Context: an optimization exercise on an open-source flow, tuned for small area, a short achievable clock period and few clock cycles per item. The choices shown serve that exercise and are no tape-out recipe.
Where RTL was checked, it was by simulation tests only, not by an equivalence proof against the original.
No functional check of the RTL was part of runs 2 to 4.

## flow/design.v (module list and top-level ports; edited modules follow where they fit)
// module dense_layer: 2868 lines
// module dl_fa: 10 lines
// module dl_ha: 9 lines
module dense_layer #(
    parameter int NUM_INPUTS    = 4,
    parameter int NUM_OUTPUTS   = 4,
    parameter int FP_TOTAL_BITS = 16,
    parameter int FP_FRAC_BITS  = 8
) (
    input  logic                                                      clk,
    input  logic                                                      reset,
    input  logic                                                      start,
    input  logic [NUM_INPUTS-1:0][FP_TOTAL_BITS-1:0]                  input_vector,
    input  logic [NUM_OUTPUTS-1:0][NUM_INPUTS-1:0][FP_TOTAL_BITS-1:0] weight_matrix,
    input  logic [NUM_OUTPUTS-1:0][FP_TOTAL_BITS-1:0]                 bias_vector,
    output logic [NUM_OUTPUTS-1:0][FP_TOTAL_BITS-1:0]                 layer_out,
    output logic                                                      busy,
    output logic                                                      done
);
  // ...
==> flow/flow/run.sh <==
#!/bin/bash
# Own flow: the standard layout (standard.sh, unchanged synthesis), with
#  - port buffers of the smallest buffer cell instead of the default delay cell,
#  - the setup repair margin from flow/margin.txt, and any further ORFS make
#    variables listed one per line in flow/extra.txt.
# Every tool writes its full output under orfs/logs/; make's own output goes to flow.log here.
set -uo pipefail
MARGIN=$(cat flow/margin.txt 2>/dev/null || echo 5)
EXTRA=()
if [[ -f flow/extra.txt ]]; then
  while IFS= read -r line; do [[ -n "$line" ]] && EXTRA+=("$line"); done < flow/extra.txt
fi
bash standard.sh finish \
  "BUFFER_PORTS_ARGS=-buffer_cell sky130_fd_sc_hd__buf_1" \
  "SETUP_SLACK_MARGIN=$MARGIN" "${EXTRA[@]}" > flow.log 2>&1
rc=$?
cp -r orfs/logs flow_logs 2>/dev/null || true
exit $rc
==> flow/flow/extra.txt <==
SETUP_MOVE_SEQUENCE=unbuffer,sizeup,swap
==> flow/flow/margin.txt <==
6.0
==> flow/standard.sh <==
#!/bin/bash
# synth_recipe.tcl (not shown) runs the flow's synth.tcl, then flattens the netlist and writes it again
# the make line also repeats each setting of config.mk as NAME=value (left out here)
make -C /OpenROAD-flow-scripts/flow DESIGN_CONFIG=/design/flow/config.mk WORK_HOME=/design/flow/orfs CLKGATE_MAP_FILE= SYNTH_SCRIPT=/design/flow/synth_recipe.tcl "${@:-finish}"
==> flow/config.mk <==
export PLATFORM = sky130hd
export DESIGN_NAME = dense_layer
export DESIGN_NICKNAME = dense_layer
export VERILOG_FILES = /design/flow/design.v
export SDC_FILE = /design/flow/constraint.sdc
export NUM_CORES = 4
export LEC_CHECK = 0
export ABC_AREA = 1
export CAP_MARGIN = 20
export CORE_MARGIN = 2
export CORE_UTILIZATION = 40
export CTS_CLUSTER_DIAMETER = 120
export CTS_CLUSTER_SIZE = 24
export SETUP_SLACK_MARGIN = 5
export SLEW_MARGIN = 20
export SYNTH_HIERARCHICAL = 1
export SYNTH_MINIMUM_KEEP_SIZE = 0
export TNS_END_PERCENT = 0
==> flow/constraint.sdc <==
create_clock -name core_clock -period 10.0 [get_ports {clk}]
set_input_delay 2.0000 -clock core_clock [delete_from_list [all_inputs] [get_ports {clk}]]
set_output_delay 2.0000 -clock core_clock [all_outputs]
set_load 0.01 [all_outputs]
==> flow_metrics.py, run 1 <==
metrics = {
    "finish": {
        "largest_register_ffs": 108,
        "n_all_buffers": 463,
        "buffer_area_frac": 0.0411,
        "clkCellAreaFrac": 0.0259,
        "multi_input_gates": 2958,
    },
    "route": {
        "met3_length_um": 12700,
        "drtIter0Drc": 2629,
    },
    "grt": {
        "grt_pass1_vias": 29658,
        "overflow": 0,
    },
    "worst_setup_path": {
        "rr_startpoint": "e_neg[22]",
        "start_kind": "register",
        "cp.arrival_ns": 4.64,
        "end_kind": "register",
        "path_max_fanout": 18,
    },
    "synth": {
        "synth_top_area_frac": 0.267,
        "synth_top_family_by_area": "adder cells",
        "synth_fa_ha_area_frac": 0.282,
        "postSynthAreaPerCell_um2": 9.91,
        "yosysWarnings": 7,
        "synth_edf_count": 162,
    },
    "outcome": {
        "status": "finished clean",
    },
    "timing": {
        "period_share": 0.412,
        "finalHoldViolations": 0,
    },
    "hold_path": {
        "hold_path_depth": 2,
        "holdCritStartpoint": "wr3[12]",
    },
    "floorplanning": {
        "num_rows": 116,
        "die-area_mm2": 0.103,
    },
    "placed_design": {
        "dpl_worst_slack_ns": 5.59,
        "io_buffers": 452,
    },
    "clocking": {
        "htree_levels": 2,
    },
}
Testbench counts, summed over its fixed seeds: cycles 3,576, items 512.
==> run 2, diff against run 1 <==
--- a/flow/design.v
+++ b/flow/design.v
@@ -1534,16 +1534,17 @@
     logic s1446;
     logic c1447;
     logic s1448;
     logic c1449;
     logic s1450;
     logic c1451;
     logic s1452;
     logic c1453;
+    logic [144:0] pipe1;
     logic s1454;
     logic c1455;
     logic s1456;
     logic c1457;
     logic s1458;
     logic c1459;
     logic s1460;
     logic c1461;
@@ -1608,17 +1609,16 @@
     logic s1520;
     logic c1521;
     logic s1522;
     logic c1523;
     logic s1524;
     logic c1525;
     logic s1526;
     logic c1527;
-    logic [107:0] pipe1;
     logic s1528;
     logic c1529;
     logic s1530;
     logic c1531;
     logic s1532;
     logic c1533;
     logic s1534;
     logic c1535;
@@ -1731,20 +1731,16 @@
     logic s1642;
     logic c1643;
     logic s1644;
     logic c1645;
     logic s1646;
     logic c1647;
     logic s1648;
     logic c1649;
-    logic s1650;
-    logic c1651;
-    logic s1652;
-    logic c1653;
     assign pp1 = (e_one0[0] & w0_0[0]) ^ e_neg0[0];
     assign pp2 = ((e_one0[0] & w0_0[1]) | (e_two0[0] & w0_0[0])) ^ e_neg0[0];
     assign pp3 = ((e_one0[0] & w0_0[2]) | (e_two0[0] & w0_0[1])) ^ e_neg0[0];
     assign pp4 = ((e_one0[0] & w0_0[3]) | (e_two0[0] & w0_0[2])) ^ e_neg0[0];
     assign pp5 = ((e_one0[0] & w0_0[4]) | (e_two0[0] & w0_0[3])) ^ e_neg0[0];
     assign pp6 = ((e_one0[0] & w0_0[5]) | (e_two0[0] & w0_0[4])) ^ e_neg0[0];
     assign pp7 = ((e_one0[0] & w0_0[6]) | (e_two0[0] & w0_0[5])) ^ e_neg0[0];
     assign pp8 = ((e_one0[0] & w0_0[7]) | (e_two0[0] & w0_0[6])) ^ e_neg0[0];
@@ -2734,120 +2730,118 @@
     dl_fa u_s1438 (.a(s1316), .b(s1318), .c(s1320), .s(s1438), .co(c1439));
     dl_fa u_s1440 (.a(s1154), .b(c1317), .c(c1319), .s(s1440), .co(c1441));
     dl_fa u_s1442 (.a(c1321), .b(s1322), .c(s1324), .s(s1442), .co(c1443));
     dl_fa u_s1444 (.a(s1158), .b(c1323), .c(c1325), .s(s1444), .co(c1445));
     dl_fa u_s1446 (.a(s1160), .b(s1162), .c(c1327), .s(s1446), .co(c1447));
     dl_fa u_s1448 (.a(s1164), .b(s1166), .c(c1331), .s(s1448), .co(c1449));
     dl_fa u_s1450 (.a(c1167), .b(s1168), .c(c1333), .s(s1450), .co(c1451));
     dl_fa u_s1452 (.a(c1169), .b(s1170), .c(c1335), .s(s1452), .co(c1453));
-    dl_fa u_s1454 (.a(s1176), .b(c1339), .c(s1340), .s(s1454), .co(c1455));
-    dl_fa u_s1456 (.a(c1181), .b(s1182), .c(c1343), .s(s1456), .co(c1457));
-    dl_fa u_s1458 (.a(s1186), .b(c1345), .c(s1346), .s(s1458), .co(c1459));
-    dl_fa u_s1460 (.a(c1347), .b(s1348), .c(s1350), .s(s1460), .co(c1461));
-    dl_fa u_s1462 (.a(c1349), .b(c1351), .c(s1352), .s(s1462), .co(c1463));
-    dl_fa u_s1464 (.a(c1353), .b(c1355), .c(s1356), .s(s1464), .co(c1465));
-    dl_fa u_s1466 (.a(s1206), .b(s1208), .c(c1357), .s(s1466), .co(c1467));
-    dl_fa u_s1468 (.a(c1359), .b(s1360), .c(s1362), .s(s1468), .co(c1469));
-    dl_fa u_s1470 (.a(s1216), .b(c1361), .c(c1363), .s(s1470), .co(c1471));
-    dl_fa u_s1472 (.a(c1365), .b(c1367), .c(s1368), .s(s1472), .co(c1473));
-    dl_fa u_s1474 (.a(s1232), .b(c1369), .c(c1371), .s(s1474), .co(c1475));
-    dl_fa u_s1476 (.a(c1373), .b(s1374), .c(s1376), .s(s1476), .co(c1477));
-    dl_fa u_s1478 (.a(c1375), .b(c1377), .c(c1379), .s(s1478), .co(c1479));
-    dl_fa u_s1480 (.a(s1380), .b(s1382), .c(s1384), .s(s1480), .co(c1481));
-    dl_fa u_s1482 (.a(s1250), .b(s1252), .c(c1381), .s(s1482), .co(c1483));
-    dl_fa u_s1484 (.a(c1383), .b(c1385), .c(s1386), .s(s1484), .co(c1485));
-    dl_fa u_s1486 (.a(s1262), .b(c1387), .c(c1389), .s(s1486), .co(c1487));
-    dl_fa u_s1488 (.a(c1391), .b(s1392), .c(s1394), .s(s1488), .co(c1489));
-    dl_fa u_s1490 (.a(s1272), .b(c1393), .c(c1395), .s(s1490), .co(c1491));
-    dl_fa u_s1492 (.a(c1397), .b(s1398), .c(s1400), .s(s1492), .co(c1493));
-    dl_fa u_s1494 (.a(s1278), .b(s1280), .c(c1399), .s(s1494), .co(c1495));
-    dl_fa u_s1496 (.a(c1401), .b(c1403), .c(s1404), .s(s1496), .co(c1497));
-    dl_fa u_s1498 (.a(s1288), .b(c1405), .c(c1407), .s(s1498), .co(c1499));
-    dl_fa u_s1500 (.a(c1409), .b(s1410), .c(s1412), .s(s1500), .co(c1501));
-    dl_fa u_s1502 (.a(c1411), .b(c1413), .c(c1415), .s(s1502), .co(c1503));
-    dl_fa u_s1504 (.a(s1416), .b(s1418), .c(s1420), .s(s1504), .co(c1505));
-    dl_fa u_s1506 (.a(c1417), .b(c1419), .c(c1421), .s(s1506), .co(c1507));
-    dl_fa u_s1508 (.a(s1422), .b(s1424), .c(s1426), .s(s1508), .co(c1509));
-    dl_fa u_s1510 (.a(s1306), .b(s1308), .c(c1423), .s(s1510), .co(c1511));
-    dl_fa u_s1512 (.a(c1425), .b(c1427), .c(s1428), .s(s1512), .co(c1513));
-    dl_fa u_s1514 (.a(s1314), .b(c1429), .c(c1431), .s(s1514), .co(c1515));
-    dl_fa u_s1516 (.a(c1433), .b(c1435), .c(s1436), .s(s1516), .co(c1517));
-    dl_fa u_s1518 (.a(c1437), .b(c1439), .c(s1440), .s(s1518), .co(c1519));
-    dl_fa u_s1520 (.a(s1326), .b(s1328), .c(c1441), .s(s1520), .co(c1521));
-    dl_fa u_s1522 (.a(c1329), .b(s1330), .c(c1445), .s(s1522), .co(c1523));
-    dl_fa u_s1524 (.a(s1332), .b(c1447), .c(s1448), .s(s1524), .co(c1525));
-    dl_fa u_s1526 (.a(s1334), .b(c1449), .c(s1450), .s(s1526), .co(c1527));
-    dl_ha u_s1528 (.a(pipe1[23]), .b(pipe1[24]), .s(s1528), .co(c1529));
-    dl_ha u_s1530 (.a(pipe1[28]), .b(pipe1[29]), .s(s1530), .co(c1531));
-    dl_ha u_s1532 (.a(pipe1[32]), .b(pipe1[33]), .s(s1532), .co(c1533));
-    dl_ha u_s1534 (.a(pipe1[36]), .b(pipe1[37]), .s(s1534), .co(c1535));
-    dl_fa u_s1536 (.a(pipe1[40]), .b(pipe1[41]), .c(pipe1[42]), .s(s1536), .co(c1537));
-    dl_ha u_s1538 (.a(pipe1[43]), .b(pipe1[44]), .s(s1538), .co(c1539));
-    dl_fa u_s1540 (.a(pipe1[46]), .b(pipe1[47]), .c(pipe1[48]), .s(s1540), .co(c1541));
-    dl_ha u_s1542 (.a(pipe1[49]), .b(pipe1[50]), .s(s1542), .co(c1543));
-    dl_fa u_s1544 (.a(pipe1[51]), .b(pipe1[52]), .c(pipe1[53]), .s(s1544), .co(c1545));
-    dl_ha u_s1546 (.a(pipe1[54]), .b(pipe1[55]), .s(s1546), .co(c1547));
-    dl_fa u_s1548 (.a(pipe1[56]), .b(pipe1[57]), .c(pipe1[58]), .s(s1548), .co(c1549));
-    dl_fa u_s1550 (.a(pipe1[59]), .b(pipe1[60]), .c(pipe1[61]), .s(s1550), .co(c1551));
-    dl_fa u_s1552 (.a(pipe1[62]), .b(pipe1[63]), .c(pipe1[64]), .s(s1552), .co(c1553));
-    dl_ha u_s1554 (.a(pipe1[65]), .b(pipe1[66]), .s(s1554), .co(c1555));
-    dl_fa u_s1556 (.a(pipe1[67]), .b(pipe1[68]), .c(pipe1[69]), .s(s1556), .co(c1557));
-    dl_ha u_s1558 (.a(pipe1[71]), .b(pipe1[72]), .s(s1558), .co(c1559));
-    dl_fa u_s1560 (.a(pipe1[75]), .b(pipe1[76]), .c(pipe1[77]), .s(s1560), .co(c1561));
-    dl_fa u_s1562 (.a(pipe1[80]), .b(pipe1[81]), .c(pipe1[82]), .s(s1562), .co(c1563));
-    dl_ha u_s1564 (.a(pipe1[25]), .b(pipe1[26]), .s(s1564), .co(c1565));
-    dl_fa u_s1566 (.a(pipe1[30]), .b(pipe1[31]), .c(c1529), .s(s1566), .co(c1567));
-    dl_fa u_s1568 (.a(pipe1[34]), .b(pipe1[35]), .c(c1531), .s(s1568), .co(c1569));
-    dl_fa u_s1570 (.a(pipe1[38]), .b(pipe1[39]), .c(c1533), .s(s1570), .co(c1571));
-    dl_fa u_s1572 (.a(pipe1[45]), .b(c1535), .c(s1536), .s(s1572), .co(c1573));
-    dl_fa u_s1574 (.a(c1537), .b(c1539), .c(s1540), .s(s1574), .co(c1575));
-    dl_fa u_s1576 (.a(c1541), .b(c1543), .c(s1544), .s(s1576), .co(c1577));
-    dl_fa u_s1578 (.a(c1545), .b(c1547), .c(s1548), .s(s1578), .co(c1579));
-    dl_fa u_s1580 (.a(c1549), .b(c1551), .c(s1552), .s(s1580), .co(c1581));
-    dl_fa u_s1582 (.a(pipe1[70]), .b(c1553), .c(c1555), .s(s1582), .co(c1583));
-    dl_fa u_s1584 (.a(pipe1[73]), .b(pipe1[74]), .c(c1557), .s(s1584), .co(c1585));
-    dl_fa u_s1586 (.a(pipe1[78]), .b(pipe1[79]), .c(c1559), .s(s1586), .co(c1587));
-    dl_fa u_s1588 (.a(pipe1[83]), .b(pipe1[84]), .c(c1561), .s(s1588), .co(c1589));
-    dl_fa u_s1590 (.a(pipe1[85]), .b(pipe1[86]), .c(pipe1[87]), .s(s1590), .co(c1591));
-    dl_ha u_s1592 (.a(pipe1[88]), .b(pipe1[89]), .s(s1592), .co(c1593));
-    dl_fa u_s1594 (.a(pipe1[91]), .b(pipe1[92]), .c(pipe1[93]), .s(s1594), .co(c1595));
-    dl_ha u_s1596 (.a(pipe1[95]), .b(pipe1[96]), .s(s1596), .co(c1597));
-    dl_ha u_s1598 (.a(pipe1[5]), .b(pipe1[6]), .s(s1598), .co(c1599));
-    dl_ha u_s1600 (.a(pipe1[8]), .b(pipe1[9]), .s(s1600), .co(c1601));
-    dl_ha u_s1602 (.a(pipe1[10]), .b(pipe1[11]), .s(s1602), .co(c1603));
-    dl_ha u_s1604 (.a(pipe1[12]), .b(pipe1[13]), .s(s1604), .co(c1605));
-    dl_fa u_s1606 (.a(pipe1[14]), .b(pipe1[15]), .c(pipe1[16]), .s(s1606), .co(c1607));
-    dl_fa u_s1608 (.a(pipe1[17]), .b(pipe1[18]), .c(pipe1[19]), .s(s1608), .co(c1609));
-    dl_fa u_s1610 (.a(pipe1[20]), .b(pipe1[21]), .c(pipe1[22]), .s(s1610), .co(c1611));
-    dl_fa u_s1612 (.a(pipe1[27]), .b(s1528), .c(s1564), .s(s1612), .co(c1613));
-    dl_fa u_s1614 (.a(s1530), .b(c1565), .c(s1566), .s(s1614), .co(c1615));
-    dl_fa u_s1616 (.a(s1532), .b(c1567), .c(s1568), .s(s1616), .co(c1617));
-    dl_fa u_s1618 (.a(s1534), .b(c1569), .c(s1570), .s(s1618), .co(c1619));
-    dl_fa u_s1620 (.a(s1538), .b(c1571), .c(s1572), .s(s1620), .co(c1621));
-    dl_fa u_s1622 (.a(s1542), .b(c1573), .c(s1574), .s(s1622), .co(c1623));
-    dl_fa u_s1624 (.a(s1546), .b(c1575), .c(s1576), .s(s1624), .co(c1625));
-    dl_fa u_s1626 (.a(s1550), .b(c1577), .c(s1578), .s(s1626), .co(c1627));
-    dl_fa u_s1628 (.a(s1554), .b(c1579), .c(s1580), .s(s1628), .co(c1629));
-    dl_fa u_s1630 (.a(s1556), .b(c1581), .c(s1582), .s(s1630), .co(c1631));
-    dl_fa u_s1632 (.a(s1558), .b(c1583), .c(s1584), .s(s1632), .co(c1633));
-    dl_fa u_s1634 (.a(s1560), .b(c1585), .c(s1586), .s(s1634), .co(c1635));
-    dl_fa u_s1636 (.a(s1562), .b(c1587), .c(s1588), .s(s1636), .co(c1637));
-    dl_fa u_s1638 (.a(c1563), .b(c1589), .c(s1590), .s(s1638), .co(c1639));
-    dl_fa u_s1640 (.a(pipe1[90]), .b(c1591), .c(s1592), .s(s1640), .co(c1641));
-    dl_fa u_s1642 (.a(pipe1[94]), .b(c1593), .c(s1594), .s(s1642), .co(c1643));
-    dl_fa u_s1644 (.a(pipe1[97]), .b(c1595), .c(s1596), .s(s1644), .co(c1645));
-    dl_fa u_s1646 (.a(pipe1[98]), .b(pipe1[99]), .c(c1597), .s(s1646), .co(c1647));
-    dl_ha u_s1648 (.a(pipe1[100]), .b(pipe1[101]), .s(s1648), .co(c1649));
-    dl_fa u_s1650 (.a(pipe1[102]), .b(pipe1[103]), .c(pipe1[104]), .s(s1650), .co(c1651));
-    dl_ha u_s1652 (.a(pipe1[105]), .b(pipe1[106]), .s(s1652), .co(c1653));
-    assign fa_a = {1'b1, pipe1[107], c1651, c1649, c1647, c1645, c1643, c1641, c1639, c1637, c1635, c1633, c1631, c1629, c1627, c1625, c1623, c1621, c1619, c1617, c1615, c1613, c1611, c1609, c1607, c1605, c1603, c1601, c1599, pipe1[7], pipe1[4], pipe1[3], pipe1[2], pipe1[0]};
-    assign fa_b = {1'b0, c1653, s1652, s1650, s1648, s1646, s1644, s1642, s1640, s1638, s1636, s1634, s1632, s1630, s1628, s1626, s1624, s1622, s1620, s1618, s1616, s1614, s1612, s1610, s1608, s1606, s1604, s1602, s1600, s1598, 1'b0, 1'b0, 1'b0, pipe1[1]};
+    dl_ha u_s1454 (.a(pipe1[43]), .b(pipe1[44]), .s(s1454), .co(c1455));
+    dl_ha u_s1456 (.a(pipe1[50]), .b(pipe1[51]), .s(s1456), .co(c1457));
+    dl_fa u_s1458 (.a(pipe1[56]), .b(pipe1[57]), .c(pipe1[58]), .s(s1458), .co(c1459));
+    dl_ha u_s1460 (.a(pipe1[59]), .b(pipe1[60]), .s(s1460), .co(c1461));
+    dl_fa u_s1462 (.a(pipe1[64]), .b(pipe1[65]), .c(pipe1[66]), .s(s1462), .co(c1463));
+    dl_ha u_s1464 (.a(pipe1[67]), .b(pipe1[68]), .s(s1464), .co(c1465));
+    dl_fa u_s1466 (.a(pipe1[71]), .b(pipe1[72]), .c(pipe1[73]), .s(s1466), .co(c1467));
+    dl_ha u_s1468 (.a(pipe1[74]), .b(pipe1[75]), .s(s1468), .co(c1469));
+    dl_fa u_s1470 (.a(pipe1[78]), .b(pipe1[79]), .c(pipe1[80]), .s(s1470), .co(c1471));
+    dl_fa u_s1472 (.a(pipe1[81]), .b(pipe1[82]), .c(pipe1[83]), .s(s1472), .co(c1473));
+    dl_fa u_s1474 (.a(pipe1[86]), .b(pipe1[87]), .c(pipe1[88]), .s(s1474), .co(c1475));
+    dl_ha u_s1476 (.a(pipe1[89]), .b(pipe1[90]), .s(s1476), .co(c1477));
+    dl_fa u_s1478 (.a(pipe1[93]), .b(pipe1[94]), .c(pipe1[95]), .s(s1478), .co(c1479));
+    dl_ha u_s1480 (.a(pipe1[99]), .b(pipe1[100]), .s(s1480), .co(c1481));
+    dl_fa u_s1482 (.a(pipe1[105]), .b(pipe1[106]), .c(pipe1[107]), .s(s1482), .co(c1483));
+    dl_fa u_s1484 (.a(pipe1[27]), .b(pipe1[28]), .c(pipe1[29]), .s(s1484), .co(c1485));
+    dl_fa u_s1486 (.a(pipe1[33]), .b(pipe1[34]), .c(pipe1[35]), .s(s1486), .co(c1487));
+    dl_fa u_s1488 (.a(pipe1[38]), .b(pipe1[39]), .c(pipe1[40]), .s(s1488), .co(c1489));
+    dl_fa u_s1490 (.a(pipe1[45]), .b(pipe1[46]), .c(pipe1[47]), .s(s1490), .co(c1491));
+    dl_ha u_s1492 (.a(pipe1[48]), .b(pipe1[49]), .s(s1492), .co(c1493));
+    dl_fa u_s1494 (.a(pipe1[52]), .b(pipe1[53]), .c(pipe1[54]), .s(s1494), .co(c1495));
+    dl_fa u_s1496 (.a(pipe1[55]), .b(c1455), .c(s1456), .s(s1496), .co(c1497));
+    dl_fa u_s1498 (.a(pipe1[61]), .b(pipe1[62]), .c(pipe1[63]), .s(s1498), .co(c1499));
+    dl_fa u_s1500 (.a(c1457), .b(s1458), .c(s1460), .s(s1500), .co(c1501));
+    dl_fa u_s1502 (.a(pipe1[69]), .b(pipe1[70]), .c(c1459), .s(s1502), .co(c1503));
+    dl_fa u_s1504 (.a(c1461), .b(s1462), .c(s1464), .s(s1504), .co(c1505));
+    dl_fa u_s1506 (.a(pipe1[76]), .b(pipe1[77]), .c(c1463), .s(s1506), .co(c1507));
+    dl_fa u_s1508 (.a(c1465), .b(s1466), .c(s1468), .s(s1508), .co(c1509));
+    dl_fa u_s1510 (.a(pipe1[84]), .b(pipe1[85]), .c(c1467), .s(s1510), .co(c1511));
+    dl_fa u_s1512 (.a(c1469), .b(s1470), .c(s1472), .s(s1512), .co(c1513));
+    dl_fa u_s1514 (.a(pipe1[91]), .b(pipe1[92]), .c(c1471), .s(s1514), .co(c1515));
+    dl_fa u_s1516 (.a(c1473), .b(s1474), .c(s1476), .s(s1516), .co(c1517));
+    dl_fa u_s1518 (.a(pipe1[96]), .b(pipe1[97]), .c(pipe1[98]), .s(s1518), .co(c1519));
+    dl_fa u_s1520 (.a(c1475), .b(c1477), .c(s1478), .s(s1520), .co(c1521));
+    dl_fa u_s1522 (.a(pipe1[101]), .b(pipe1[102]), .c(pipe1[103]), .s(s1522), .co(c1523));
+    dl_fa u_s1524 (.a(pipe1[104]), .b(c1479), .c(s1480), .s(s1524), .co(c1525));
+    dl_fa u_s1526 (.a(pipe1[108]), .b(pipe1[109]), .c(pipe1[110]), .s(s1526), .co(c1527));
+    dl_fa u_s1528 (.a(pipe1[111]), .b(c1481), .c(s1482), .s(s1528), .co(c1529));
+    dl_fa u_s1530 (.a(pipe1[112]), .b(pipe1[113]), .c(pipe1[114]), .s(s1530), .co(c1531));
+    dl_fa u_s1532 (.a(pipe1[115]), .b(pipe1[116]), .c(c1483), .s(s1532), .co(c1533));
+    dl_fa u_s1534 (.a(pipe1[117]), .b(pipe1[118]), .c(pipe1[119]), .s(s1534), .co(c1535));
+    dl_ha u_s1536 (.a(pipe1[121]), .b(pipe1[122]), .s(s1536), .co(c1537));
+    dl_fa u_s1538 (.a(pipe1[125]), .b(pipe1[126]), .c(pipe1[127]), .s(s1538), .co(c1539));
+    dl_ha u_s1540 (.a(pipe1[130]), .b(pipe1[131]), .s(s1540), .co(c1541));
+    dl_ha u_s1542 (.a(pipe1[9]), .b(pipe1[10]), .s(s1542), .co(c1543));
+    dl_ha u_s1544 (.a(pipe1[13]), .b(pipe1[14]), .s(s1544), .co(c1545));
+    dl_ha u_s1546 (.a(pipe1[16]), .b(pipe1[17]), .s(s1546), .co(c1547));
+    dl_fa u_s1548 (.a(pipe1[19]), .b(pipe1[20]), .c(pipe1[21]), .s(s1548), .co(c1549));
+    dl_fa u_s1550 (.a(pipe1[23]), .b(pipe1[24]), .c(pipe1[25]), .s(s1550), .co(c1551));
+    dl_fa u_s1552 (.a(pipe1[30]), .b(pipe1[31]), .c(pipe1[32]), .s(s1552), .co(c1553));
+    dl_fa u_s1554 (.a(pipe1[36]), .b(pipe1[37]), .c(c1485), .s(s1554), .co(c1555));
+    dl_fa u_s1556 (.a(pipe1[41]), .b(pipe1[42]), .c(c1487), .s(s1556), .co(c1557));
+    dl_fa u_s1558 (.a(s1454), .b(c1489), .c(s1490), .s(s1558), .co(c1559));
+    dl_fa u_s1560 (.a(c1491), .b(c1493), .c(s1494), .s(s1560), .co(c1561));
+    dl_fa u_s1562 (.a(c1495), .b(c1497), .c(s1498), .s(s1562), .co(c1563));
+    dl_fa u_s1564 (.a(c1499), .b(c1501), .c(s1502), .s(s1564), .co(c1565));
+    dl_fa u_s1566 (.a(c1503), .b(c1505), .c(s1506), .s(s1566), .co(c1567));
+    dl_fa u_s1568 (.a(c1507), .b(c1509), .c(s1510), .s(s1568), .co(c1569));
+    dl_fa u_s1570 (.a(c1511), .b(c1513), .c(s1514), .s(s1570), .co(c1571));
+    dl_fa u_s1572 (.a(c1515), .b(c1517), .c(s1518), .s(s1572), .co(c1573));
+    dl_fa u_s1574 (.a(c1519), .b(c1521), .c(s1522), .s(s1574), .co(c1575));
+    dl_fa u_s1576 (.a(c1523), .b(c1525), .c(s1526), .s(s1576), .co(c1577));
+    dl_fa u_s1578 (.a(c1527), .b(c1529), .c(s1530), .s(s1578), .co(c1579));
+    dl_fa u_s1580 (.a(pipe1[120]), .b(c1531), .c(c1533), .s(s1580), .co(c1581));
+    dl_fa u_s1582 (.a(pipe1[123]), .b(pipe1[124]), .c(c1535), .s(s1582), .co(c1583));
+    dl_fa u_s1584 (.a(pipe1[128]), .b(pipe1[129]), .c(c1537), .s(s1584), .co(c1585));
+    dl_fa u_s1586 (.a(pipe1[132]), .b(pipe1[133]), .c(c1539), .s(s1586), .co(c1587));
+    dl_fa u_s1588 (.a(pipe1[134]), .b(pipe1[135]), .c(pipe1[136]), .s(s1588), .co(c1589));
+    dl_ha u_s1590 (.a(pipe1[137]), .b(pipe1[138]), .s(s1590), .co(c1591));
+    dl_ha u_s1592 (.a(pipe1[4]), .b(pipe1[5]), .s(s1592), .co(c1593));
+    dl_ha u_s1594 (.a(pipe1[7]), .b(pipe1[8]), .s(s1594), .co(c1595));
+    dl_fa u_s1596 (.a(pipe1[11]), .b(pipe1[12]), .c(s1542), .s(s1596), .co(c1597));
+    dl_fa u_s1598 (.a(pipe1[15]), .b(c1543), .c(s1544), .s(s1598), .co(c1599));
+    dl_fa u_s1600 (.a(pipe1[18]), .b(c1545), .c(s1546), .s(s1600), .co(c1601));
+    dl_fa u_s1602 (.a(pipe1[22]), .b(c1547), .c(s1548), .s(s1602), .co(c1603));
+    dl_fa u_s1604 (.a(pipe1[26]), .b(c1549), .c(s1550), .s(s1604), .co(c1605));
+    dl_fa u_s1606 (.a(s1484), .b(c1551), .c(s1552), .s(s1606), .co(c1607));
+    dl_fa u_s1608 (.a(s1486), .b(c1553), .c(s1554), .s(s1608), .co(c1609));
+    dl_fa u_s1610 (.a(s1488), .b(c1555), .c(s1556), .s(s1610), .co(c1611));
+    dl_fa u_s1612 (.a(s1492), .b(c1557), .c(s1558), .s(s1612), .co(c1613));
+    dl_fa u_s1614 (.a(s1496), .b(c1559), .c(s1560), .s(s1614), .co(c1615));
+    dl_fa u_s1616 (.a(s1500), .b(c1561), .c(s1562), .s(s1616), .co(c1617));
+    dl_fa u_s1618 (.a(s1504), .b(c1563), .c(s1564), .s(s1618), .co(c1619));
+    dl_fa u_s1620 (.a(s1508), .b(c1565), .c(s1566), .s(s1620), .co(c1621));
+    dl_fa u_s1622 (.a(s1512), .b(c1567), .c(s1568), .s(s1622), .co(c1623));
+    dl_fa u_s1624 (.a(s1516), .b(c1569), .c(s1570), .s(s1624), .co(c1625));
+    dl_fa u_s1626 (.a(s1520), .b(c1571), .c(s1572), .s(s1626), .co(c1627));
+    dl_fa u_s1628 (.a(s1524), .b(c1573), .c(s1574), .s(s1628), .co(c1629));
+    dl_fa u_s1630 (.a(s1528), .b(c1575), .c(s1576), .s(s1630), .co(c1631));
+    dl_fa u_s1632 (.a(s1532), .b(c1577), .c(s1578), .s(s1632), .co(c1633));
+    dl_fa u_s1634 (.a(s1534), .b(c1579), .c(s1580), .s(s1634), .co(c1635));
+    dl_fa u_s1636 (.a(s1536), .b(c1581), .c(s1582), .s(s1636), .co(c1637));
+    dl_fa u_s1638 (.a(s1538), .b(c1583), .c(s1584), .s(s1638), .co(c1639));
+    dl_fa u_s1640 (.a(s1540), .b(c1585), .c(s1586), .s(s1640), .co(c1641));
+    dl_fa u_s1642 (.a(c1541), .b(c1587), .c(s1588), .s(s1642), .co(c1643));
+    dl_fa u_s1644 (.a(pipe1[139]), .b(c1589), .c(s1590), .s(s1644), .co(c1645));
+    dl_fa u_s1646 (.a(pipe1[140]), .b(pipe1[141]), .c(c1591), .s(s1646), .co(c1647));
+    dl_ha u_s1648 (.a(pipe1[142]), .b(pipe1[143]), .s(s1648), .co(c1649));
+    assign fa_a = {1'b1, pipe1[144], c1647, c1645, c1643, c1641, c1639, c1637, c1635, c1633, c1631, c1629, c1627, c1625, c1623, c1621, c1619, c1617, c1615, c1613, c1611, c1609, c1607, c1605, c1603, c1601, c1599, c1597, c1595, c1593, pipe1[6], pipe1[3], pipe1[2], pipe1[0]};
+    assign fa_b = {1'b0, c1649, s1648, s1646, s1644, s1642, s1640, s1638, s1636, s1634, s1632, s1630, s1628, s1626, s1624, s1622, s1620, s1618, s1616, s1614, s1612, s1610, s1608, s1606, s1604, s1602, s1600, s1598, s1596, s1594, s1592, 1'b0, 1'b0, pipe1[1]};
     always_ff @(posedge clk) begin
-        pipe1 <= {c1337, c1453, s1336, c1527, s1452, c1451, s1526, c1525, s1524, c1523, s1522, c1521, s1446, s1520, c1519, s1444, c1443, s1518, c1517, s1442, s1516, c1515, s1438, s1514, c1513, c1511, s1434, s1432, s1512, s1510, c1509, c1507, s1430, s1508, s1506, c1505, c1503, s1504, s1502, c1501, c1499, s1500, s1498, c1497, c1495, s1414, s1496, s1494, c1493, c1491, s1408, s1406, s1492, s1490, c1489, c1487, s1402, s1488, s1486, c1485, c1483, s1396, s1484, s1482, c1481, c1479, s1390, s1388, s1480, s1478, c1477, c1475, s1476, s1474, c1473, s1378, s1472, c1471, s1372, s1370, s1470, c1469, c1467, s1366, s1364, s1468, s1466, c1465, s1464, c1463, s1358, s1462, c1461, s1354, s1460, c1459, s1458, c1457, s1456, s1344, c1455, s1342, c1341, s1454, s1338, s1172, s924, s548};
+        pipe1 <= {c1337, c1453, s1336, s1452, c1451, s1450, c1449, s1334, s1448, c1447, s1332, s1446, c1445, s1330, c1329, s1444, c1443, c1441, s1328, s1326, s1442, s1440, c1439, c1437, s1438, s1436, c1435, c1433, s1434, s1432, c1431, c1429, s1314, s1430, s1428, c1427, c1425, c1423, s1308, s1306, s1426, s1424, s1422, c1421, c1419, c1417, s1420, s1418, s1416, c1415, c1413, c1411, s1414, s1412, s1410, c1409, c1407, c1405, s1288, s1408, s1406, s1404, c1403, c1401, c1399, s1280, s1278, s1402, s1400, s1398, c1397, c1395, c1393, s1272, s1396, s1394, s1392, c1391, c1389, c1387, s1262, s1390, s1388, s1386, c1385, c1383, c1381, s1252, s1250, s1384, s1382, s1380, c1379, c1377, c1375, s1378, s1376, s1374, c1373, c1371, c1369, s1232, s1372, s1370, s1368, c1367, c1365, s1366, s1364, c1363, c1361, s1216, s1362, s1360, c1359, c1357, s1208, s1206, s1358, s1356, c1355, c1353, s1354, s1352, c1351, c1349, s1350, s1348, c1347, s1346, c1345, s1186, s1344, c1343, s1182, c1181, s1342, c1341, s1340, c1339, s1176, s1338, s1172, s924, s548};
     end
     assign sum = fa_a + fa_b;
     assign sat_hi = (sum[33:23] != {11{sum[33]}}) & ~sum[33];
     assign sat_lo = (sum[33:23] != {11{sum[33]}}) & sum[33];
     always_ff @(posedge clk) begin
         if (r_en) begin
             r_sum    <= sum[23:8];
             r_sat_hi <= sat_hi;
==> flow/flow/run.sh (replaced) <==
#!/bin/bash
# Own flow: the standard layout (standard.sh, unchanged synthesis), with
#  - port buffers of the smallest buffer cell instead of the default delay cell,
#  - a larger setup repair margin, so timing repair works towards a shorter period.
# Every tool writes its full output under orfs/logs/; make's own output goes to flow.log here.
set -uo pipefail
MARGIN=$(cat flow/margin.txt 2>/dev/null || echo 5)
bash standard.sh finish \
  "BUFFER_PORTS_ARGS=-buffer_cell sky130_fd_sc_hd__buf_1" \
  "SETUP_SLACK_MARGIN=$MARGIN" > flow.log 2>&1
rc=$?
cp -r orfs/logs flow_logs 2>/dev/null || true
exit $rc
==> flow/flow/margin.txt (replaced) <==
5
--- a/flow/config.mk
+++ b/flow/config.mk
@@ -10,9 +10,8 @@
 export CORE_MARGIN = 2
 export CORE_UTILIZATION = 40
 export CTS_CLUSTER_DIAMETER = 120
 export CTS_CLUSTER_SIZE = 24
 export SETUP_SLACK_MARGIN = 5
 export SLEW_MARGIN = 20
 export SYNTH_HIERARCHICAL = 1
 export SYNTH_MINIMUM_KEEP_SIZE = 0
-export TNS_END_PERCENT = 0
removed: flow/flow/extra.txt
==> flow_metrics.py, run 2 <==
metrics = {
    "route": {
        "drt-total-wl_um": 135000,
        "drt-pass1-iter-count": 6,
        "drc": 0,
        "wl_per_cell_um": 23.5,
        "vias_per_cell": 5.27,
        "vias": 30353,
        "drtIter0Drc": 3046,
        "ant_nets": 0,
    },
    "timing": {
        "period_share": 0.421,
        "finalHoldViolations": 0,
        "setup_violations": 0,
        "finClkSkew_ns": 0.0296,
        "hold_slack_ns": 0.426,
        "max_freq_ghz": 0.238,
        "finalWorstSetupSlack_ns": 5.79,
        "tns_ns": 0,
        "fin_crit_ns": 4.21,
        "slew_headroom": 0.195,
        "worst_slew_pin_slew_ns": 1.20,
        "rsz0062_at_grt": "false",
        "drv_slew": 0,
    },
    "clocking": {
        "cts_setup_buffers": 0,
        "clockBufferDepth": 3,
        "cts_root_buffer": "clkbuf_16",
        "numCtsBuffers": 34,
        "clock_latency_ns": 0.62,
        "postCtsHoldBufs": 0,
        "htree_levels": 2,
        "cts.sinks": 634,
        "cts_tree": "done",
        "cts.clk_slew.worst_paths_ns": 0.10,
        "ctsResizeCount": 0,
    },
    "worst_setup_path": {
        "end_kind": "register",
        "path_cells": "fa_1 > fa_1 > fa_1 > fa_1 > ha_1 > nand2_1 > nor2_2 > nand2_1 > nor4_1 > nand2_1 > nand2_1 > nand2_1 > nand2_1 > nand2_1 > nand2_1 > nand2_1 > inv_1 > nand3_2 > nand2_1 > inv_1",
        "path_max_fanout": 4,
        "crit_top_cell": "nand2_1",
        "crit_type": "reg -> reg",
        "required_ns": 10.38,
        "cp.arrival_ns": 4.59,
        "r2r_setup_slack_ns": 5.79,
        "cp_slowest_cell": "fa_1",
        "start_kind": "register",
        "max_stage_delay_ns": 0.54,
    },
    "floorplanning": {
        "coreArea_mm2": 0.102,
        "start_util": 0.403,
        "dieHeight_um": 324,
        "die-area_mm2": 0.105,
        "num_rows": 117,
        "ios": 453,
        "die-width_um": 324,
    },
    "grt": {
        "grt.total_usage": 0.256,
        "antenna_found_initial": 6,
        "grt_pass1_wl_um": 197000,
        "grt_pass1_vias": 30120,
        "grt_max_degree": 175,
        "overflow": 0,
    },
    "synth": {
        "netlist_top_cells_area": "fa_1, dfxtp_1, edfxtp_1, xor2_1, nand2_1",
        "yosysUniqueCellTypes": 33,
        "yosysWarnings": 7,
        "synth_top_area_cell": "fa_1",
        "postSynthAreaPerCell_um2": 9.98,
        "netlist_instances": 4105,
        "ys_ff_latch": 634,
        "synth_top_area_frac": 0.261,
        "ys_seq_area_frac": 0.349,
        "synth_area_mm2": 0.0410,
        "synth_common_cells": "nand2_1, fa_1, xor2_1, o22ai_1, dfxtp_1",
        "async_reset_ff_frac": 0,
        "yosysMostFrequentCell": "nand2_1",
        "synth_edf_count": 162,
        "synthFlopType": "dfxtp_1",
    },
    "finish": {
        "layout.nets": 5338,
        "largest_register_ffs": 145,
        "drive_above_1_share": 0.0264,
        "layout_commonest_cell": "nand2_1",
        "regMostFlops": "pipe1",
        "layout.cells.most_common_list": "nand2_1, fa_1, xor2_1, o22ai_1, dfxtp_1",
        "syn_to_final_growth_pct": 8.82,
    },
    "placed_design": {
        "dpl_worst_slack_ns": 5.74,
        "gp_congestion": 1.01,
        "io_buffers": 452,
        "dp_hpwl_um": 106000,
    },
    "flow_run": {
        "cap_violations": 0,
    },
    "outcome": {
        "status": "finished clean",
    },
    "hold_path": {
        "min_path_type": "reg -> reg",
    },
}
## run 2: changes by cell type after synthesis, moves of 5 or more
cell	delta
dfxtp_1	+37
nor2_1	-16
nand2_1	+15
nor2_2	+8
nand3_1	-7
a21oi_1	-5
inv_1	+5
inv_2	+5
## run 2: cell families (layout without fill, tap and decap cells)
family | count (synthesis) | after routing | share of synthesized area
and+or+nand+nor | 1231 | 1231 | 0.117
muxes | 28 | 28 | 0.00769
DFF | 634 | 634 | 0.349
buffers and inverters | 521 | 796 | 0.0487
adders and majority gates | 584 | 584 | 0.276
other | 1 | 9 | 0.0000915
xor gates and xnor gates | 560 | 560 | 0.120
AOI/OAI and AO/OA | 546 | 546 | 0.0817
## run 2: worst max-delay path, delay by kind of cell, from the launching register on
| kind | cells | cell delay, ns |
|---|---|---|
| adder cells (fa/ha/maj) | 5 | 2.29 |
| flip-flops | 1 | 0.33 |
| buffers and inverters | 2 | 0.10 |
| AND/OR/NAND/NOR | 13 | 1.27 |
## run 2: Yosys stat by module (local to each module, per instance)
module	flops+latches	cells
dl_ha	0	1
dl_fa	0	1
dense_layer	634	3553
## run 2: area by class of cell
type,count,area (um2)
Antenna cell,2,5.00
Clock buffer,48,925
Sequential cell,634,14300
Tap cell,1368,1710
Clock inverter,7,98.8
Inverter,278,1050
Fill cell,9895,57100
Timing Repair Buffer,463,1790
Multi-Input combinational cell,2956,24700
## run 2: path summary, 6_finish.rpt
path	startpoint	to	cells after the start
worst max-delay path	pipe1[86]	r_sat_hi	20
worst min-delay path	br2[5]	br1[5]	2
worst max register to register	pipe1[86]	r_sat_hi	20
worst min register to register	br2[5]	br1[5]	2
## run 2: metrics by stage
stage          instance area (um2)  utilization  std cells
2_1_floorplan                41000            -       4111
3_3_place_gp                 43600        0.428       5699
3_5_place_dp                 43600        0.428       5699
4_1_cts                      44600        0.438       5754
5_1_grt                      44600        0.438       5756
6_report                     44600        0.438       5756
## run 2: metal layers
metal  part of all wire  up-vias  global-route usage
li1                   -    13733                   -
met3              0.095      290              0.0556
met2               0.44     1521               0.394
met5           0.000081        -                   0
met1               0.39    14807               0.332
met4              0.066        2               0.146
==> run 3, diff against run 2 <==
--- a/flow/config.mk
+++ b/flow/config.mk
@@ -8,7 +8,7 @@
 export ABC_AREA = 1
 export CAP_MARGIN = 20
 export CORE_MARGIN = 2
-export CORE_UTILIZATION = 40
+export CORE_UTILIZATION = 50
 export CTS_CLUSTER_DIAMETER = 120
 export CTS_CLUSTER_SIZE = 24
 export SETUP_SLACK_MARGIN = 5
==> flow_metrics.py, run 3 <==
metrics = {
    "synth": {
        "synth_area_mm2": 0.0410,
        "synth_edf_count": 162,
        "synthFlopType": "dfxtp_1",
        "netlist_top_cells_area": "fa_1, dfxtp_1, edfxtp_1, xor2_1, nand2_1",
        "ys_ff_latch": 634,
        "synth_top_area_frac": 0.261,
        "postSynthAreaPerCell_um2": 9.98,
        "synth_common_cells": "nand2_1, fa_1, xor2_1, o22ai_1, dfxtp_1",
        "yosysWarnings": 7,
        "synth_top_area_cell": "fa_1",
        "async_reset_ff_frac": 0,
        "netlist_instances": 4105,
        "yosysUniqueCellTypes": 33,
        "ys_seq_area_frac": 0.349,
        "yosysMostFrequentCell": "nand2_1",
    },
    "placed_design": {
        "dp_hpwl_um": 105000,
        "gp_congestion": 1.01,
        "io_buffers": 452,
    },
    "worst_setup_path": {
        "path_depth": 19,
        "max_stage_delay_ns": 0.50,
        "start_kind": "register",
        "crit_family": "adder cells",
        "crit_buf_inv": 3,
        "cp_slowest_cell": "fa_1",
        "end_kind": "register",
        "crit_type": "reg -> reg",
        "cp.arrival_ns": 4.68,
        "path_cells": "fa_1 > fa_1 > fa_1 > fa_1 > ha_1 > a21oi_1 > nand2_1 > inv_1 > nand2_1 > nand2_1 > nand2_1 > a21oi_1 > nand3_1 > nand2_1 > nand2_1 > inv_1 > nand3_2 > nand2_1 > inv_1",
        "required_ns": 10.41,
        "path_max_fanout": 6,
        "crit_top_cell": "nand2_1",
        "reg2reg_depth": 19,
    },
    "floorplanning": {
        "die-width_um": 290,
        "ios": 453,
        "die-area_mm2": 0.0843,
        "num_rows": 104,
        "dieHeight_um": 290,
        "coreArea_mm2": 0.0808,
        "start_util": 0.507,
    },
    "finish": {
        "regMostFlops": "pipe1",
        "layout.cells.most_common_list": "nand2_1, fa_1, xor2_1, o22ai_1, dfxtp_1",
        "drive_above_1_share": 0.0258,
        "syn_to_final_growth_pct": 7.65,
        "largest_register_ffs": 145,
        "layout_commonest_cell": "nand2_1",
        "layout.nets": 5336,
    },
    "clocking": {
        "clockBufferDepth": 3,
        "cts.clk_slew.worst_paths_ns": 0.10,
        "htree_levels": 1,
        "cts.sinks": 634,
        "cts_setup_buffers": 0,
        "clock_latency_ns": 0.67,
        "cts_root_buffer": "clkbuf_16",
        "cts_tree": "done",
        "numCtsBuffers": 31,
        "postCtsHoldBufs": 0,
        "ctsResizeCount": 0,
    },
    "timing": {
        "rsz0062_at_grt": "false",
        "drv_slew": 0,
        "worst_slew_pin_slew_ns": 1.19,
        "tns_ns": 0,
        "finalHoldViolations": 0,
        "setup_violations": 0,
        "period_share": 0.427,
        "fin_crit_ns": 4.27,
        "finClkSkew_ns": 0.0366,
        "max_freq_ghz": 0.234,
        "slew_headroom": 0.209,
    },
    "hold_path": {
        "min_path_type": "reg -> reg",
        "hold_path_depth": 2,
    },
    "route": {
        "drt-total-wl_um": 134000,
        "vias_per_cell": 5.57,
        "drc": 0,
        "vias": 30371,
        "wl_per_cell_um": 24.6,
        "drtIter0Drc": 2826,
        "ant_nets": 0,
        "drt-pass1-iter-count": 9,
    },
    "flow_run": {
        "cap_violations": 0,
    },
    "grt": {
        "antenna_found_initial": 4,
        "grt_max_degree": 135,
        "overflow": 0,
        "grt_pass1_wl_um": 197000,
        "grt.total_usage": 0.315,
        "grt_pass1_vias": 30162,
    },
    "outcome": {
        "status": "finished clean",
    },
}
[run 3: cell counts after synthesis]
Identical to the previous run, type by type.
[run 3: tightest hold or removal path: cells and delay by family, from the launching register on]
| kind | cells | cell delay, ns |
|---|---|---|
| DFF | 1 | 0.31 |
| and+or+nand+nor | 2 | 0.09 |
[run 3: logic make-up after synthesis]
kind of cell	Yosys count	synth area share
AOI/OAI and AO/OA	546	0.0817
muxes	28	0.00769
DFF	634	0.349
buffers and inverters	521	0.0487
adders and majority gates	584	0.276
other	1	0.0000915
xor gates and xnor gates	560	0.120
and+or+nand+nor	1231	0.117
[run 3: cell type report]
class	instances	area, um2
clock buffers	45	828
fillers	7427	36700
well taps	1060	1330
diodes	4	10.0
multi-input cells	2956	24700
inverters	278	1050
clock inverters	7	100
flip-flops and latches	634	14300
repair buffers	464	1790
[run 3: final timing paths]
kind / from / endpoint / slack [ns]
max: pipe1[105] / r_sat_hi / 5.73
min: wr3[2] / wr2[2] / 0.42
max reg2reg: pipe1[105] / r_sat_hi / 5.73
min reg2reg: wr3[2] / wr2[2] / 0.42
[run 3: per-layer routing]
layer	global-route usage	wire length, um
met1	0.410	51500
met2	0.483	58800
met3	0.0691	13800
met4	0.187	9880
met5	0	12
[run 3: modules after synthesis (local to each module, per instance)]
module       area [um2]  copies in the design  flip-flops and latches
dense_layer       30100                     1                     634
dl_fa              20.0                   535                       0
dl_ha              12.5                    17                       0
[run 3: per-stage QoR]
step	utilization	worst slack, ns	cells	hold slack (ns)	area, um2
floorplan	-	6.14	4111	0.399	41000
global placement	0.534	5.79	5392	0.406	43200
detailed placement	0.534	5.73	5392	0.407	43200
CTS	0.546	5.71	5444	0.420	44100
global route	0.546	5.47	5446	0.440	44100
finish	0.546	5.73	5448	0.417	44100
==> run 4, diff against run 3 <==
--- a/flow/config.mk
+++ b/flow/config.mk
@@ -8,10 +8,10 @@
 export ABC_AREA = 1
 export CAP_MARGIN = 20
 export CORE_MARGIN = 2
-export CORE_UTILIZATION = 50
+export CORE_UTILIZATION = 40
 export CTS_CLUSTER_DIAMETER = 120
 export CTS_CLUSTER_SIZE = 24
 export SETUP_SLACK_MARGIN = 5
-export SLEW_MARGIN = 20
+export SLEW_MARGIN = 60
 export SYNTH_HIERARCHICAL = 1
 export SYNTH_MINIMUM_KEEP_SIZE = 0
==> flow_metrics.py, run 4 <==
metrics = {
    "route": {
        "drt-pass1-iter-count": 7,
        "drt-total-wl_um": 136000,
        "vias_per_cell": 5.24,
        "vias": 30553,
        "drc": 0,
        "ant_nets": 0,
        "drtIter0Drc": 3045,
        "wl_per_cell_um": 23.3,
    },
    "timing": {
        "hold_slack_ns": 0.422,
        "rsz0062_at_grt": "false",
        "fin_crit_ns": 4.27,
        "finalHoldViolations": 0,
        "drv_slew": 0,
        "period_share": 0.427,
        "setup_violations": 0,
        "slew_headroom": 0.586,
        "tns_ns": 0,
        "worst_slew_pin_slew_ns": 0.617,
        "max_freq_ghz": 0.234,
        "finClkSkew_ns": 0.0262,
    },
    "synth": {
        "ys_ff_latch": 634,
        "yosysMostFrequentCell": "nand2_1",
        "synth_top_area_frac": 0.261,
        "synth_top_area_cell": "fa_1",
        "netlist_instances": 4105,
        "synthFlopType": "dfxtp_1",
        "async_reset_ff_frac": 0,
        "ys_seq_area_frac": 0.349,
        "yosysUniqueCellTypes": 33,
        "yosysWarnings": 7,
        "synth_common_cells": "nand2_1, fa_1, xor2_1, o22ai_1, dfxtp_1",
        "synth_area_mm2": 0.0410,
        "synth_edf_count": 162,
        "postSynthAreaPerCell_um2": 9.98,
        "netlist_top_cells_area": "fa_1, dfxtp_1, edfxtp_1, xor2_1, nand2_1",
    },
    "grt": {
        "overflow": 0,
        "grt_pass1_vias": 30432,
        "grt_pass1_wl_um": 198000,
        "antenna_found_initial": 10,
        "grt_max_degree": 93,
        "grt.total_usage": 0.256,
    },
    "finish": {
        "regMostFlops": "pipe1",
        "drive_above_1_share": 0.0568,
        "layout_commonest_cell": "nand2_1",
        "layout.cells.most_common_list": "nand2_1, fa_1, xor2_1, o22ai_1, dfxtp_1",
        "layout.nets": 5406,
        "syn_to_final_growth_pct": 10.6,
        "largest_register_ffs": 145,
    },
    "worst_setup_path": {
        "path_max_fanout": 4,
        "reg2reg_depth": 19,
        "required_ns": 10.37,
        "rr_startpoint": "pipe1[86]",
        "start_kind": "register",
        "end_kind": "register",
        "rr_endpoint": "r_sat_hi",
        "cp.arrival_ns": 4.64,
        "crit_type": "reg -> reg",
        "r2r_setup_slack_ns": 5.73,
    },
    "hold_path": {
        "holdCritStartpoint": "br3[10]",
        "min_path_type": "reg -> reg",
        "hold_path_depth": 2,
        "holdPathEnd": "br2[10]",
    },
    "floorplanning": {
        "coreArea_mm2": 0.102,
        "dieHeight_um": 324,
        "start_util": 0.403,
        "die-area_mm2": 0.105,
        "die-width_um": 324,
        "ios": 453,
        "num_rows": 117,
    },
    "clocking": {
        "ctsResizeCount": 0,
        "clock_latency_ns": 0.62,
        "numCtsBuffers": 34,
        "cts.sinks": 634,
        "clockBufferDepth": 3,
        "cts.clk_slew.worst_paths_ns": 0.10,
        "cts_tree": "done",
        "cts_root_buffer": "clkbuf_16",
        "htree_levels": 2,
        "cts_setup_buffers": 0,
        "postCtsHoldBufs": 0,
    },
    "placed_design": {
        "dp_hpwl_um": 108000,
        "gp_congestion": 1.01,
        "io_buffers": 452,
    },
    "flow_run": {
        "cap_violations": 0,
    },
    "outcome": {
        "status": "finished clean",
    },
}
[run 4: cell type report]
type	count	area (um2)
Fill cell	9867	56400
Multi-Input combinational cell	2956	24800
Sequential cell	634	14300
Timing Repair Buffer	531	2420
Tap cell	1368	1710
Inverter	278	1060
Clock buffer	48	946
Clock inverter	8	96.3
Antenna cell	4	10.0
[run 4: worst max-delay path: stages (launching register included)]
cell and delay [ns]:
dfxtp_1 0.33, fa_1 0.50, fa_1 0.44, fa_1 0.55
fa_1 0.43, ha_1 0.35, nand2_1 0.16, inv_1 0.05
a21oi_1 0.22, nand2_1 0.11, a21oi_1 0.23, nand3_1 0.11
nand2_1 0.08, nand2_1 0.07, nand2_1 0.07, nand2_1 0.06
nor2_2 0.09, nand3_2 0.07, nand2_1 0.06, inv_1 0.03
[run 4: logic make-up (layout without fill, tap and decap cells)]
family                   after synthesis  in the layout  synth area share
AO/OA/AOI/OAI                        546            546            0.0817
XOR/XNOR                             560            560             0.120
adder cells (fa/ha/maj)              584            584             0.276
buffers and inverters                521            865            0.0487
flip-flops                           634            634             0.349
multiplexers                          28             28           0.00769
other                                  1             11         0.0000915
AND/OR/NAND/NOR                     1231           1231             0.117
[run 4: worst max-delay path by stage]
stage / start / to / slack (ns) / depth (start not counted)
global placement: pipe1[64] / r_sat_hi / 5.77 / 19
detailed placement: pipe1[64] / r_sat_hi / 5.77 / 19
global route: pipe1[86] / r_sat_hi / 5.39 / 20
finish: pipe1[86] / r_sat_hi / 5.73 / 19
CTS: pipe1[56] / r_sat_hi / 5.75 / 19
floorplan: pipe1[64] / r_sat_hi / 6.14 / 19
[run 4: per-layer routing]
layer / part of all wire / global-route usage
met3: 0.097 / 0.0523
met5: 0.00036 / 0
met4: 0.065 / 0.140
met1: 0.39 / 0.334
met2: 0.45 / 0.401
[run 4: through the flow]
stage                     utilization  std cells  cell area, um2  setup WS [ns]
after detailed placement        0.435       5765           44200           5.77
after CTS                       0.445       5821           45300           5.75
final                           0.445       5827           45300           5.73
after global routing            0.445       5826           45300           5.39
after global placement          0.428       5699           43600           5.77
after floorplan                     -       4111           41000           6.14
[run 4: modules after synthesis (local to each module, per instance)]
module / flops+latches / copies in the design
dense_layer: 634 / 1
dl_fa: 0 / 535
dl_ha: 0 / 17

afterwards: timing with drivers on the ports:
The results above use ideal ports. As a check the final layouts listed here were re-extracted and re-timed, cells and wires unchanged. Step 1, drivers: a clkbuf_16 drives clk and a buf_2 each remaining input, both assumed. Step 2 times the ports against the registers' clock, not the clock port: input delays grow and output delays shrink by t, the midpoint of the rising clock arrivals with the driver on. a / b / c = ideal ports / drivers / drivers and shift; a / b = the first two.
run | t, ns | setup slack, ns | clock arrival spread, ns | cell pins on the clock port's net
run 1 | 0.709 | 5.876 / 5.876 / 5.876 | 0.045 / 0.045 | 1
run 2 | 0.675 | 5.791 / 5.791 / 5.791 | 0.030 / 0.030 | 1
run 3 | 0.724 | 5.730 / 5.730 / 5.730 | 0.037 / 0.037 | 1
run 4 | 0.681 | 5.728 / 5.728 / 5.728 | 0.028 / 0.028 | 1
After both steps setup and hold are still met in every run listed.
